From an optimization exercise on the open Yosys and OpenROAD flow, aimed at small area, a short achievable clock period and few clock cycles per item; shortcuts taken in it are not production practice. In this exercise RTL edits were held to simulation tests only and were not proved equivalent to the original.

### design.v
`timescale 1ns / 1ps
module gscm_front (
   input  logic         clock,
   input  logic         reset,
   input  logic         csr_we,
   input  logic [2:0]   csr_index,
   input  logic [31:0]  csr_wdata,
   input  logic         in_acc,
   input  logic [7:0]   in_level,
   output logic         out_valid,
   output logic [23:0]  out_ca,      
   output logic [23:0]  out_cb,      
   output logic [7:0]   out_pa,      
   output logic [7:0]   out_pb,      
   output logic [7:0]   out_lvl,
   output logic         out_last     
);
   logic [2:0]   cnt_ff;
   logic [191:0] stops_ff;
   logic         wr_ff;
   logic [2:0]   wr_idx_ff;
   logic [31:0]  wr_data_ff;
   logic         l_valid_ff;
   logic [7:0]   l_level_ff;
   logic [5:1]   in_use, below, run;
   logic [5:0]   sel;
   logic         last;
   logic [31:0]  sa, sb;
   logic         r_valid_ff;
   logic [31:0]  r_sa_ff, r_sb_ff;
   logic [7:0]   r_lvl_ff;
   logic         r_last_ff;
   always_ff @(posedge clock) begin
      wr_ff      <= csr_we && !reset;
      wr_idx_ff  <= csr_index;
      wr_data_ff <= csr_wdata;
   end
   always_ff @(posedge clock) begin
      if (reset) begin
         cnt_ff   <= 3'd2;
         stops_ff <= {128'd0, 32'hFFFF_FFFF, 32'd0};
      end else if (wr_ff) begin
         if (wr_idx_ff == 3'd0) cnt_ff <= wr_data_ff[2:0];
         for (int i = 0; i < 6; i++) begin
            if (wr_idx_ff == 3'(i + 1)) stops_ff[i*32 +: 32] <= wr_data_ff;
         end
      end
   end
   always_ff @(posedge clock) begin
      l_valid_ff <= in_acc && !reset;
      l_level_ff <= in_level;
   end
   always_comb begin
      for (int i = 1; i < 6; i++) begin
         in_use[i] = (cnt_ff > 3'(i));
         below[i]  = in_use[i] && (stops_ff[i*32 + 24 +: 8] < l_level_ff);
      end
      run[1] = below[1];
      for (int i = 2; i < 6; i++) run[i] = run[i-1] && below[i];
      sel[0] = !run[1];
      for (int i = 1; i < 5; i++) sel[i] = run[i] && !run[i+1];
      sel[5] = run[5];
      last = run[5] || !in_use[1];
      for (int i = 1; i < 5; i++) begin
         if (run[i] && !in_use[i+1]) last = 1'b1;
      end
      sa = '0;
      sb = '0;
      for (int i = 0; i < 6; i++) begin
         sa = sa | ({32{sel[i]}} & stops_ff[i*32 +: 32]);
      end
      for (int i = 0; i < 5; i++) begin
         sb = sb | ({32{sel[i]}} & stops_ff[(i+1)*32 +: 32]);
      end
   end
   always_ff @(posedge clock) begin
      r_valid_ff <= l_valid_ff && !reset;
      r_sa_ff    <= sa;
      r_sb_ff    <= sb;
      r_lvl_ff   <= l_level_ff;
      r_last_ff  <= last;
   end
   assign out_valid = r_valid_ff;
   assign out_ca    = r_sa_ff[23:0];
   assign out_cb    = r_sb_ff[23:0];
   assign out_pa    = r_sa_ff[31:24];
   assign out_pb    = r_sb_ff[31:24];
   assign out_lvl   = r_lvl_ff;
   assign out_last  = r_last_ff;
endmodule
`timescale 1ns / 1ps
module gscm_queue #(
   parameter int DEPTH = 6
) (
   input  logic         clock,
   input  logic         reset,
   input  logic         in_valid,
   input  logic [23:0]  in_data,
   output logic         out_valid,
   input  logic         out_ready,
   output logic [23:0]  out_data
);
   localparam int CW = $clog2(DEPTH + 1);
   logic [23:0]      slot_ff [DEPTH];
   logic [DEPTH-1:0] wr_ff, rd_ff;
   logic [CW-1:0]    cnt_ff;
   logic             head_v_ff;
   logic [23:0]      head_ff;
   logic             head_free, fifo_empty, take_fifo, take_in, push;
   logic [23:0]      fifo_head;
   always_comb begin
      fifo_empty = (cnt_ff == '0);
      head_free  = !head_v_ff || out_ready;
      take_fifo  = head_free && !fifo_empty;
      take_in    = head_free && fifo_empty && in_valid;
      push       = in_valid && !take_in;
      fifo_head  = '0;
      for (int i = 0; i < DEPTH; i++) begin
         fifo_head = fifo_head | ({24{rd_ff[i]}} & slot_ff[i]);
      end
   end
   always_ff @(posedge clock) begin
      if (reset) begin
         head_v_ff <= 1'b0;
         cnt_ff    <= '0;
         wr_ff     <= DEPTH'(1);
         rd_ff     <= DEPTH'(1);
      end else begin
         if (head_free) head_v_ff <= !fifo_empty || in_valid;
         if (push && !take_fifo) cnt_ff <= cnt_ff + CW'(1);
         else if (take_fifo && !push) cnt_ff <= cnt_ff - CW'(1);
         if (push) wr_ff <= {wr_ff[DEPTH-2:0], wr_ff[DEPTH-1]};
         if (take_fifo) rd_ff <= {rd_ff[DEPTH-2:0], rd_ff[DEPTH-1]};
      end
   end
   always_ff @(posedge clock) begin
      if (take_fifo) head_ff <= fifo_head;
      else if (take_in) head_ff <= in_data;
   end
   always_ff @(posedge clock) begin
      for (int i = 0; i < DEPTH; i++) begin
         if (push && wr_ff[i]) slot_ff[i] <= in_data;
      end
   end
   assign out_valid = head_v_ff;
   assign out_data  = head_ff;
endmodule
`timescale 1ns / 1ps
module gscm_back #(
   parameter bit       CUT_SD  = 1'b1,        
   parameter bit       CUT_MUL = 1'b1,        
   parameter bit [7:0] CUT_DIV = 8'b0010_1010  
) (
   input  logic         clock,
   input  logic         reset,
   input  logic         in_valid,
   input  logic [23:0]  in_ca,
   input  logic [23:0]  in_cb,
   input  logic [7:0]   in_pa,
   input  logic [7:0]   in_pb,
   input  logic [7:0]   in_lvl,
   input  logic         in_last,
   output logic         out_valid,
   output logic [23:0]  out_rgb      
);
   logic        interp;
   logic [7:0]  span, dlt, rdlt;
   always_comb begin
      interp = !in_last && (in_pb > in_pa);
      span   = 8'd1;
      dlt   = 8'd0;
      rdlt  = 8'd1;
      if (interp) begin
         span = in_pb - in_pa;
         if (in_lvl > in_pa) begin
            dlt  = in_lvl - in_pa;
            rdlt = in_pb - in_lvl;
         end else begin
            rdlt = in_pb - in_pa;
         end
      end
   end
   logic        m_valid;
   logic [23:0] m_ca, m_cb;
   logic [7:0]  m_span, m_dist, m_rdist;
   generate
      if (CUT_SD) begin : g_cut_sd
         always_ff @(posedge clock) begin
            m_valid <= in_valid && !reset;
            m_ca    <= in_ca;
            m_cb    <= in_cb;
            m_span  <= span;
            m_dist  <= dlt;
            m_rdist <= rdlt;
         end
      end else begin : g_pass_sd
         assign m_valid = in_valid;
         assign m_ca    = in_ca;
         assign m_cb    = in_cb;
         assign m_span  = span;
         assign m_dist  = dlt;
         assign m_rdist = rdlt;
      end
   endgenerate
   logic [47:0] num;
   always_comb begin
      for (int c = 0; c < 3; c++) begin
         num[c*16 +: 16] = ({8'd0, m_ca[c*8 +: 8]} * {8'd0, m_rdist})
                         + ({8'd0, m_cb[c*8 +: 8]} * {8'd0, m_dist})
                         + {9'd0, m_span[7:1]};
      end
   end
   localparam int SW = 57;
   function automatic logic [SW-1:0] div_step(input logic [SW-1:0] st);
      logic [8:0] x;
      logic [8:0] diff;
      div_step = st;
      for (int c = 0; c < 3; c++) begin
         x    = {st[c*16 + 8 +: 8], st[c*16 + 7]};
         diff = x - {1'b0, st[55:48]};
         div_step[c*16 + 8 +: 8] = diff[8] ? x[7:0] : diff[7:0];
         div_step[c*16 +: 8]     = {st[c*16 +: 7], !diff[8]};
      end
   endfunction
   wire [9*SW-1:0] dv;
   wire [SW-1:0]   dv_in = {m_valid, m_span, num};
   generate
      if (CUT_MUL) begin : g_cut_mul
         logic [SW-1:0] r;
         always_ff @(posedge clock) begin
            r <= {dv_in[SW-1] && !reset, dv_in[SW-2:0]};
         end
         assign dv[0 +: SW] = r;
      end else begin : g_pass_mul
         assign dv[0 +: SW] = dv_in;
      end
      for (genvar j = 0; j < 8; j++) begin : g_step
         wire [SW-1:0] st = div_step(dv[j*SW +: SW]);
         if (CUT_DIV[j]) begin : g_cut
            logic [SW-1:0] r;
            always_ff @(posedge clock) begin
               r <= {st[SW-1] && !reset, st[SW-2:0]};
            end
            assign dv[(j+1)*SW +: SW] = r;
         end else begin : g_pass
            assign dv[(j+1)*SW +: SW] = st;
         end
      end
   endgenerate
   assign out_valid = dv[8*SW + SW-1];
   assign out_rgb   = {dv[8*SW + 32 +: 8], dv[8*SW + 16 +: 8], dv[8*SW + 0 +: 8]};
endmodule
`timescale 1ns / 1ps
module gradient_stop_colormap_unit (
   input  logic         clock,
   input  logic         reset,
   input  logic         csr_we,
   input  logic [2:0]   csr_index,
   input  logic [31:0]  csr_wdata,
   input  logic         req_tvalid,
   output logic         req_tready,
   input  logic [7:0]   req_tdata,    
   output logic         rsp_tvalid,
   input  logic         rsp_tready,
   output logic [23:0]  rsp_tdata     
);
   localparam int QDEPTH = 8;
   localparam int CAP    = QDEPTH + 1;    
   localparam int CW     = $clog2(CAP + 1);
   logic        acc, pop;
   logic [CW-1:0] cnt_ff, cnt_in;
   logic        rdy_ff;
   logic        f_valid, f_last;
   logic [23:0] f_ca, f_cb;
   logic [7:0]  f_pa, f_pb, f_lvl;
   logic        b_valid;
   logic [23:0] b_rgb;
   logic [23:0] q_data;
   assign acc = req_tvalid && rdy_ff;
   assign pop = rsp_tvalid && rsp_tready;
   always_comb begin
      cnt_in = cnt_ff;
      if (acc && !pop) cnt_in = cnt_ff + CW'(1);
      else if (pop && !acc) cnt_in = cnt_ff - CW'(1);
   end
   always_ff @(posedge clock) begin
      if (reset) begin
         cnt_ff <= '0;
         rdy_ff <= 1'b1;
      end else begin
         cnt_ff <= cnt_in;
         rdy_ff <= (cnt_in < CW'(CAP));
      end
   end
   assign req_tready = rdy_ff;
   gscm_front u_front (
      .clock     (clock),
      .reset     (reset),
      .csr_we    (csr_we),
      .csr_index (csr_index),
      .csr_wdata (csr_wdata),
      .in_acc    (acc),
      .in_level  (req_tdata),
      .out_valid (f_valid),
      .out_ca    (f_ca),
      .out_cb    (f_cb),
      .out_pa    (f_pa),
      .out_pb    (f_pb),
      .out_lvl   (f_lvl),
      .out_last  (f_last)
   );
   gscm_back u_back (
      .clock     (clock),
      .reset     (reset),
      .in_valid  (f_valid),
      .in_ca     (f_ca),
      .in_cb     (f_cb),
      .in_pa     (f_pa),
      .in_pb     (f_pb),
      .in_lvl    (f_lvl),
      .in_last   (f_last),
      .out_valid (b_valid),
      .out_rgb   (b_rgb)
   );
   gscm_queue #(
      .DEPTH (QDEPTH)
   ) u_queue (
      .clock     (clock),
      .reset     (reset),
      .in_valid  (b_valid),
      .in_data   (b_rgb),
      .out_valid (rsp_tvalid),
      .out_ready (rsp_tready),
      .out_data  (q_data)
   );
   assign rsp_tdata = {q_data[7:0], q_data[15:8], q_data[23:16]};
endmodule
### run.sh
#!/bin/bash
# synth_recipe.tcl (not shown) runs the flow's synth.tcl, then flattens the netlist and writes it again
# the make line also repeats each setting of config.mk as NAME=value (left out here)
make -C /OpenROAD-flow-scripts/flow DESIGN_CONFIG=/design/flow/config.mk WORK_HOME=/design/flow/orfs CLKGATE_MAP_FILE= SYNTH_SCRIPT=/design/flow/synth_recipe.tcl finish
### config.mk
export PLATFORM = sky130hd
export DESIGN_NAME = gradient_stop_colormap_unit
export DESIGN_NICKNAME = gradient_stop_colormap_unit
export VERILOG_FILES = /design/flow/design.v
export SDC_FILE = /design/flow/constraint.sdc
export NUM_CORES = 4
export LEC_CHECK = 0
export CAP_MARGIN = 20
export CORE_MARGIN = 2
export CORE_UTILIZATION = 40
export SLEW_MARGIN = 20
### constraint.sdc
create_clock -name core_clock -period 9.0 [get_ports {clock}]
set_input_delay 1.8000 -clock core_clock [delete_from_list [all_inputs] [get_ports {clock}]]
set_output_delay 1.8000 -clock core_clock [all_outputs]
set_load 0.01 [all_outputs]
==> metrics.md, run 1 <==
| Metric | Value |
|---|---|
| Layout Skew | 0.0237 ns |
| Leading cell type in the layout, fill and taps excluded | nand2_1 |
| Finished Cell Area | approximately 0.057 sq mm |
| Cell Area, Placed | around 0.054 sq mm |
| RD Place Congestion | slightly below 0.9 |
| DR DRC count | 0 |
| CTS Hold Bufs | 0 |
| Worst Setup SP | u_back.m_rdist[2] |
| Result of the run | complete, no violations |
| Post-Synth XOR/XNOR Area | about 3.4% |
| Synth Area in Compound Gates | about an eighth |
| Number of global-route vias before repair | 37300 |
| Main combinational cell family by area after synthesis | adder cells |
| Post-CTS Resized | 0 |
| Startpoint Class | flip-flop |
| CTS tree | built |
| Crit path time final | between 6 and 7 ns |
| Kind of critical path | reg2reg |
| Routed len/inst | approximately 18 microns |
| Maximum clock frequency | roughly 160 MHz |
| Fraction of layout cells with a size suffix above 1 | 6.24% |
| Slew Limit Fails | 0 |
| Synthesized area | a little over 0.05 sq mm |
| Worst R2R Setup Slack | around 3 ns |
| Critical Path End Type | flip-flop |
| Mapped Nets | 6192 |
| Final WS setup | 2.92 ns |
| Worst EP arrival | 6.64 ns |
| Critical R2R Launch | u_back.m_rdist[2] |
| Adder-Cell Fraction of Synth Area | 23.7% |
| Worst Hold Class | reg2reg |
| FF-to-FF path depth | 18 |
| Place WS | about 3 ns |
| Grt total ovfl | 0 |
| Sum Neg Setup Slack | 0 ns |
| Commonest cells after routing, fill and taps aside | nand2_1 (714), dfxtp_1 (641), inv_1 (630) |
| Synth Register Bits | 857 |
| Die area | roughly 0.13 sq mm |
| X dimension of the die | approximately 360 microns |
| Final period util | 67.6% |
| Post-synth EDFFs | 216 |
| Hpwl dp | between 90 and 100 mm |
| Post-synthesis mux area share | approximately 3.6% |
| Clock net sink count | between 800 and 900 |
| Largest net degree at the start of global routing | between 70 and 80 |
| Worst-Skew Late Latency | approximately 0.70 ns |
| Post-route antenna net violation count | 0 |
| Post-synth cell types | 73 |
| DRT iter0 DRCs | around 2600 |
| Worst-margin pin slew | 1.15 ns |
| Cell Rows | 132 |
| Initial antenna violation count | 1 |
| Overall routed net length | approximately 130 mm |
| Post-CTS setup buffers | 0 |
| Clock Tree Root | clkbuf_16 |
| Final net count | between 6000 and 7000 |
| Final setup fails | 0 |
| Crit Reg-Reg Endpoint | u_back.g_cut_mul.r[15] |
| Core Area | 0.129 sq mm |
| DR vias | around 37000 |
| Ant. Diodes | 0 |
| Area grow syn2layout | 10.9% |
| Number of port buffers | 73 |
| Top_reg_cell synth | dfxtp_1 |
| First-pass GRT wire length | between 200 and 250 mm |
| FFs w/ async S/R, synth | 0% |
| Hold Fails Final Rpt | 0 |
| Simple-Gate Fraction of Synth Area | ~14% |
| Clock transition at path regs | roughly 0.060 ns |
| DR pass1 iterations | 6 |
| Die Y | about 360 microns |
| # IOs | 74 |
| H-tree depth | 3 |
| Vias per cell | 5.19 |
| Register area share after synthesis | ~37% |
| Clock buffer count from CTS | 88 |
| GRT Overall Usage | between 10% and 20% |
| Max-Cap Viols | 0 |
| Crit path max fanout | 24 |
| Synthesized instance count | 5361 |
| Initial core utilization | between 40% and 50% |
| RSZ-0062 raised after global routing | no |
| Synth warn | 5 |
| Mean Syn Cell Area | 9.67 sq um |
| Clk buf depth | 3 |
| Worst Setup EP | u_back.g_cut_mul.r[15] |
| Slew Limit Headroom | a little under a quarter |
| CP Data Required Time | approximately 9.6 ns |
-- cells by family after synthesis --
group | Yosys count
and+or+nand+nor | 1581
AOI/OAI and AO/OA | 942
DFF | 857
buffers and inverters | 829
adders and majority gates | 783
xor gates and xnor gates | 192
muxes | 177
-- area by class of cell --
type | count | area, sq um
clock buffers | 113 | 2470
repair buffers | 126 | 1130
well taps | 1742 | 2180
flip-flops and latches | 857 | 19300
fillers | 12200 | 71500
multi-input cells | 3675 | 29500
inverters | 633 | 2380
clock inverters | 49 | 533
-- sequential cells by signal, summed over array words and instances, names as in the netlist, 24 cells and up --
| signal | flops |
|---|---|
| u_back.g_cut_mul.r | 57 |
| u_back.g_step.g_cut.r | 171 |
| u_back.m_ca | 24 |
| u_back.m_cb | 24 |
| u_front.r_sa_ff | 32 |
| u_front.r_sb_ff | 32 |
| u_front.stops_ff | 192 |
| u_front.wr_data_ff | 32 |
| u_queue.head_ff | 24 |
| u_queue.slot_ff | 192 |
-- synthesized netlist by cell type (32+ instances only) --
cell | instances | area share, %
a21oi_1 | 359 | 3.5
a22o_1 | 36 | 0.61
a221oi_1 | 36 | 0.61
xor2_1 | 39 | 0.66
and2_1 | 253 | 3.1
nor3_1 | 54 | 0.52
a31oi_1 | 72 | 0.87
dfxtp_1 | 641 | 25
fa_1 | 334 | 13
edfxtp_1 | 216 | 13
nor2_1 | 250 | 1.8
nand3_1 | 107 | 1.0
a221o_1 | 64 | 1.2
ha_1 | 449 | 11
o21ai_0 | 145 | 1.4
clkbuf_1 | 179 | 1.3
nand2b_1 | 32 | 0.39
xnor2_1 | 145 | 2.5
mux2_2 | 81 | 1.8
nand2_1 | 716 | 5.2
nor2b_1 | 77 | 0.93
inv_1 | 630 | 4.6
mux2i_1 | 96 | 1.9
o21a_1 | 33 | 0.48
-- through the flow --
| stage | util, % | cells | hold WS [ns] |
|---|---|---|---|
| floorplan | - | 5361 | 0.310 |
| global placement | 42.2 | 7033 | 0.311 |
| detailed placement | 42.2 | 7033 | 0.312 |
| CTS | 44.5 | 7195 | 0.306 |
| global route | 44.5 | 7195 | 0.315 |
| finish | 44.5 | 7195 | 0.316 |
-- layer usage --
metal,wire length [microns],vias up,track usage [%]
li1,-,18100,-
met1,59300,18100,26.5
met2,61700,932,33.7
met3,6500,208,2.91
met4,3600,0,6.01
met5,0,-,0
-- critical path, cell delays in order, from the launching register on --
cell,delay (ns)
dfxtp_1,1.08
nand2_1,0.18
fa_1,0.54
fa_1,0.46
fa_1,0.56
inv_1,0.06
fa_1,0.44
fa_1,0.51
inv_1,0.05
fa_1,0.47
inv_1,0.04
ha_1,0.32
a21o_1,0.18
a21o_1,0.19
nand2_1,0.07
nand2_1,0.05
a311oi_1,0.39
a21oi_1,0.15
xnor2_1,0.17
-- worst min-delay path by stage --
stage,end,cells past startpoint,start
2_1_floorplan,u_back.g_cut_mul.r[48],0,u_back.m_span[0]
3_3_place_gp,u_back.g_step[5].g_cut.r[21],0,u_back.g_step[3].g_cut.r[19]
3_5_place_dp,u_back.g_step[3].g_cut.r[20],0,u_back.g_step[1].g_cut.r[18]
4_1_cts,u_back.m_ca[7],0,u_front.r_sa_ff[7]
5_1_grt,u_back.m_ca[7],0,u_front.r_sa_ff[7]
6_report,u_back.m_ca[7],0,u_front.r_sa_ff[7]
Testbench counts, summed over its fixed seeds: cycles 18,378, items 16,000.
==> run 2, diff against run 1 <==
--- a/config.mk
+++ b/config.mk
@@ -9,3 +9,4 @@
 export CORE_MARGIN = 2
-export CORE_UTILIZATION = 40
+export CORE_UTILIZATION = 55
+export SETUP_SLACK_MARGIN = 5
 export SLEW_MARGIN = 20
==> run 2 against run 1 <==
  * Still clean on timing, DRC and antenna
  * Die area is 27% lower
  * Flip-flop and latch count is the same
  * Clock-buffer cell count up 8
  * Synthesized cell count unchanged
  * Clock skew is 0.015 ns higher
  * Via count grew 5.0%
  * Critical path depth unchanged
  * Routed wire length grew 11%
  * Critical path type unchanged
==> metrics.md, run 2 <==
| Metric | Value |
|---|---|
| Regs by FF count | u_front.stops_ff: 192 flops, u_queue.slot_ff: 192 flops, u_back.g_step.g_cut.r: 171 flops (unchanged) |
| Startpoint Class | flip-flop (unchanged) |
| Number of port buffers | 73 (unchanged) |
| Cell Rows | 112 (was 132) |
| Finished Cell Area | 0.0626 sq mm (was 0.0575 sq mm) |
| DR vias | 39200 (was 37300) |
| Commonest cells after routing, fill and taps aside | nand2_1 (698), inv_1 (589), dfxtp_1 (582) (was nand2_1 (714), dfxtp_1 (641), inv_1 (630)) |
| FF-to-FF path depth | 18 (unchanged) |
| Worst-margin pin slew | 1.12 ns (was 1.15 ns) |
| Final setup fails | 0 (unchanged) |
| Kind of critical path | reg2reg (unchanged) |
| Ant. Diodes | 0 (unchanged) |
| Synth warn | 5 (unchanged) |
| Mean Syn Cell Area | 9.67 sq um (unchanged) |
| Synthesized area | 0.0518 sq mm (unchanged) |
| Worst-Skew Late Latency | 0.69 ns (was 0.70 ns) |
| Layout Skew | 0.0387 ns (was 0.0237 ns) |
| Critical R2R Launch | u_back.m_dist[5] (was u_back.m_rdist[2]) |
| Maximum clock frequency | 191 MHz (was 164 MHz) |
| Crit Reg-Reg Endpoint | u_back.g_cut_mul.r[14] (was u_back.g_cut_mul.r[15]) |
| FFs w/ async S/R, synth | 0% (unchanged) |
| Slew Limit Fails | 0 (unchanged) |
| Top cells by area, synth | dfxtp_1 (25%), fa_1 (13%), edfxtp_1 (13%) (unchanged) |
| Final net count | 6468 (was 6212) |
| Largest net degree at the start of global routing | 87 (was 77) |
| Post-synth cell types | 73 (unchanged) |
| Worst Setup SP | u_back.m_dist[5] (was u_back.m_rdist[2]) |
| CTS Hold Bufs | 0 (unchanged) |
| Clock Tree Root | clkbuf_16 (unchanged) |
| Most common cell in the netlist | nand2_1 (unchanged) |
| Area leader, netlist | dfxtp_1 (unchanged) |
| Synthesized instance count | 5361 (unchanged) |
| Initial core utilization | 55.5% (was 40.2%) |
| RSZ-0062 raised after global routing | yes (was no) |
| Clk buf depth | 3 (unchanged) |
| RD Place Congestion | 0.870 (was 0.867) |
| Post-synth EDFFs | 216 (unchanged) |
| Overall routed net length | 146 mm (was 131 mm) |
| Crit path max fanout | 13 (was 24) |
| Fraction of layout cells with a size suffix above 1 | 17.8% (was 6.24%) |
| DR pass1 iterations | 8 (was 6) |
| # IOs | 74 (unchanged) |
| Cell Area, Placed | 0.0546 sq mm (was 0.0545 sq mm) |
| Clock net sink count | 857 (unchanged) |
| Post-synth top area share | 24.8% (unchanged) |
| Worst Hold Class | reg2reg (unchanged) |
| Utilization after layout | 67.1% (was 44.5%) |
| Critical Path End Type | flip-flop (unchanged) |
| Grt total ovfl | 0 (unchanged) |
| Clock transition at path regs | 0.06 ns (about the same) |
| Result of the run | complete, no violations (unchanged) |
| Register area share after synthesis | 37.3% (unchanged) |
| Layout fillers | 7474 (was 12200) |
| CP Data Required Time | 9.49 ns (was 9.55 ns) |
| Slew Limit Headroom | 25.2% (was 23.1%) |
| Most common library cells after synthesis | nand2_1 (716), dfxtp_1 (641), inv_1 (630) (unchanged) |
| Initial antenna violation count | 4 (was 1) |
| Clock buffer count from CTS | 91 (was 88) |
| Synth Register Bits | 857 (unchanged) |
| Die area | 0.0967 sq mm (was 0.132 sq mm) |
| Crit path time final | 5.23 ns (was 6.08 ns) |
| DRT iter0 DRCs | 2659 (was 2602) |
| Post-route insts no fill | 6968 (was 7195) |
| X dimension of the die | 311 microns (was 364 microns) |
| Mapped Nets | 6192 (unchanged) |
| Sum Neg Setup Slack | 0 ns (unchanged) |
| Worst Setup EP | u_back.g_cut_mul.r[14] (was u_back.g_cut_mul.r[15]) |
| Hpwl dp | 95.1 mm (was 91.8 mm) |
| Placed cells | 6538 (was 7033) |
| Number of global-route vias before repair | 38900 (was 37300) |
| First-pass GRT wire length | 223 mm (was 209 mm) |
| Worst EP arrival | 5.72 ns (was 6.64 ns) |
| H-tree depth | 3 (unchanged) |
| DR DRC count | 0 (unchanged) |
| GRT Overall Usage | 29.6% (was 20.0%) |
| CTS tree | built (unchanged) |
| Worst R2R Setup Slack | 3.77 ns (was 2.92 ns) |
| Die Y | 311 microns (was 364 microns) |
| Routed len/inst | 20.9 microns (was 18.2 microns) |
| Final period util | 58.1% (was 67.6%) |
| Max-Cap Viols | 0 (unchanged) |
| Hold Fails Final Rpt | 0 (unchanged) |
| Vias per cell | 5.63 (was 5.19) |
| Area grow syn2layout | 20.8% (was 10.9%) |
| Core Area | 0.0933 sq mm (was 0.129 sq mm) |
| Top_reg_cell synth | dfxtp_1 (unchanged) |
| Leading cell type in the layout, fill and taps excluded | nand2_1 (unchanged) |
| Post-route antenna net violation count | 0 (unchanged) |
## run 2: cell counts after synthesis
Identical to the previous run, type by type.
## run 2: per-layer routing
layer  vias up  global-route usage (%)  share of wire (%)
met1     19300                    37.6                 42
met3       294                    3.95                5.0
met4         6                    12.6                4.4
met5         -                       0              0.028
li1      18600                       -                  -
met2      1035                    50.6                 48
## run 2: critical path, stage by stage, from the launching register on
cell and delay [ns]:
dfxtp_4 0.47, buf_6 0.23, nand2_1 0.10, fa_1 0.43
inv_1 0.08, ha_1 0.14, inv_1 0.05, fa_1 0.53
inv_1 0.06, fa_1 0.47, inv_1 0.05, fa_1 0.47
inv_1 0.04, ha_1 0.30, ha_1 0.41, inv_1 0.12
and3_1 0.18, a2111oi_1 0.73, o311ai_4 0.20
## run 2: repair_timing
item / 4_1_cts / 5_1_grt
pin swaps: 81 / 120
setup buffers: 143 / 109
endpoints found under the setup margin: 146 / 148
gates resized for setup: 281 / 250
gates cloned: 4 / 4
## run 2: layout make-up
class,instances,area [sq um],area share (%)
Clock buffer,121,2590,4.14
Clock inverter,49,682,1.09
Inverter,633,2430,3.89
Multi-Input combinational cell,3677,32200,51.5
Sequential cell,857,19500,31.1
Tap cell,1254,1570,2.51
Timing Repair Buffer,377,3610,5.77
## run 2: through the flow
stage                     setup WS (ns)  hold WS [ns]
after detailed placement           3.33         0.312
after floorplan                    4.00         0.309
after global routing               3.58         0.321
final                              3.77         0.304
after CTS                          3.79         0.310
after global placement             3.37         0.311
## run 2: worst min path at each step
stage	from	depth (start not counted)	to	slack, ns
final	u_front.r_sa_ff[21]	0	u_back.m_ca[21]	0.30
after floorplan	u_back.m_span[0]	0	u_back.g_cut_mul.r[48]	0.31
after global placement	u_back.g_step[3].g_cut.r[20]	0	u_back.g_step[5].g_cut.r[22]	0.31
after global routing	u_front.r_sa_ff[21]	0	u_back.m_ca[21]	0.32
after CTS	u_front.r_sa_ff[21]	0	u_back.m_ca[21]	0.31
after detailed placement	u_back.g_step[1].g_cut.r[19]	0	u_back.g_step[3].g_cut.r[21]	0.31
## run 2: logic make-up (layout without fill, tap and decap cells)
kind of cell    Yosys count  count (layout)  share of synthesized area [%]
compound gates          942             942                           11.8
buf+inv                 829            1180                           6.05
simple gates           1581            1583                           14.1
xor+xnor                192             192                           3.36
mux                     177             177                           3.61
flops                   857             857                           37.3
fa+ha+maj               783             783                           23.7

==> port drivers added, routing unchanged <==
The results above use ideal ports. As a check the final layouts listed here were re-extracted and re-timed, cells and wires unchanged.
Step 1 sets driving cells, clkbuf_16 on the clock port and buf_2 on the other inputs (assumed; they add their load-dependent delay and slew).
Step 2 also shifts input and output timing later by t, the mid clock arrival at the registers, as if the neighbouring blocks saw the same clock.
Slacks: ideal ports / drivers / drivers and shift; pairs: ideal ports / drivers.
run | shift t [ns] | slack for setup (ns) | worst hold slack (ns) | worst register clock-pin slew, ns | pins driven straight from the clock port
run 1 | 0.770 | 2.916 / 2.916 / 2.916 | 0.316 / 0.316 / 0.316 | 0.07 / 0.07 | 1
run 2 | 0.741 | 3.770 / 3.770 / 3.770 | 0.304 / 0.304 / 0.304 | 0.07 / 0.07 | 1
After both steps setup and hold are still met in every run listed.
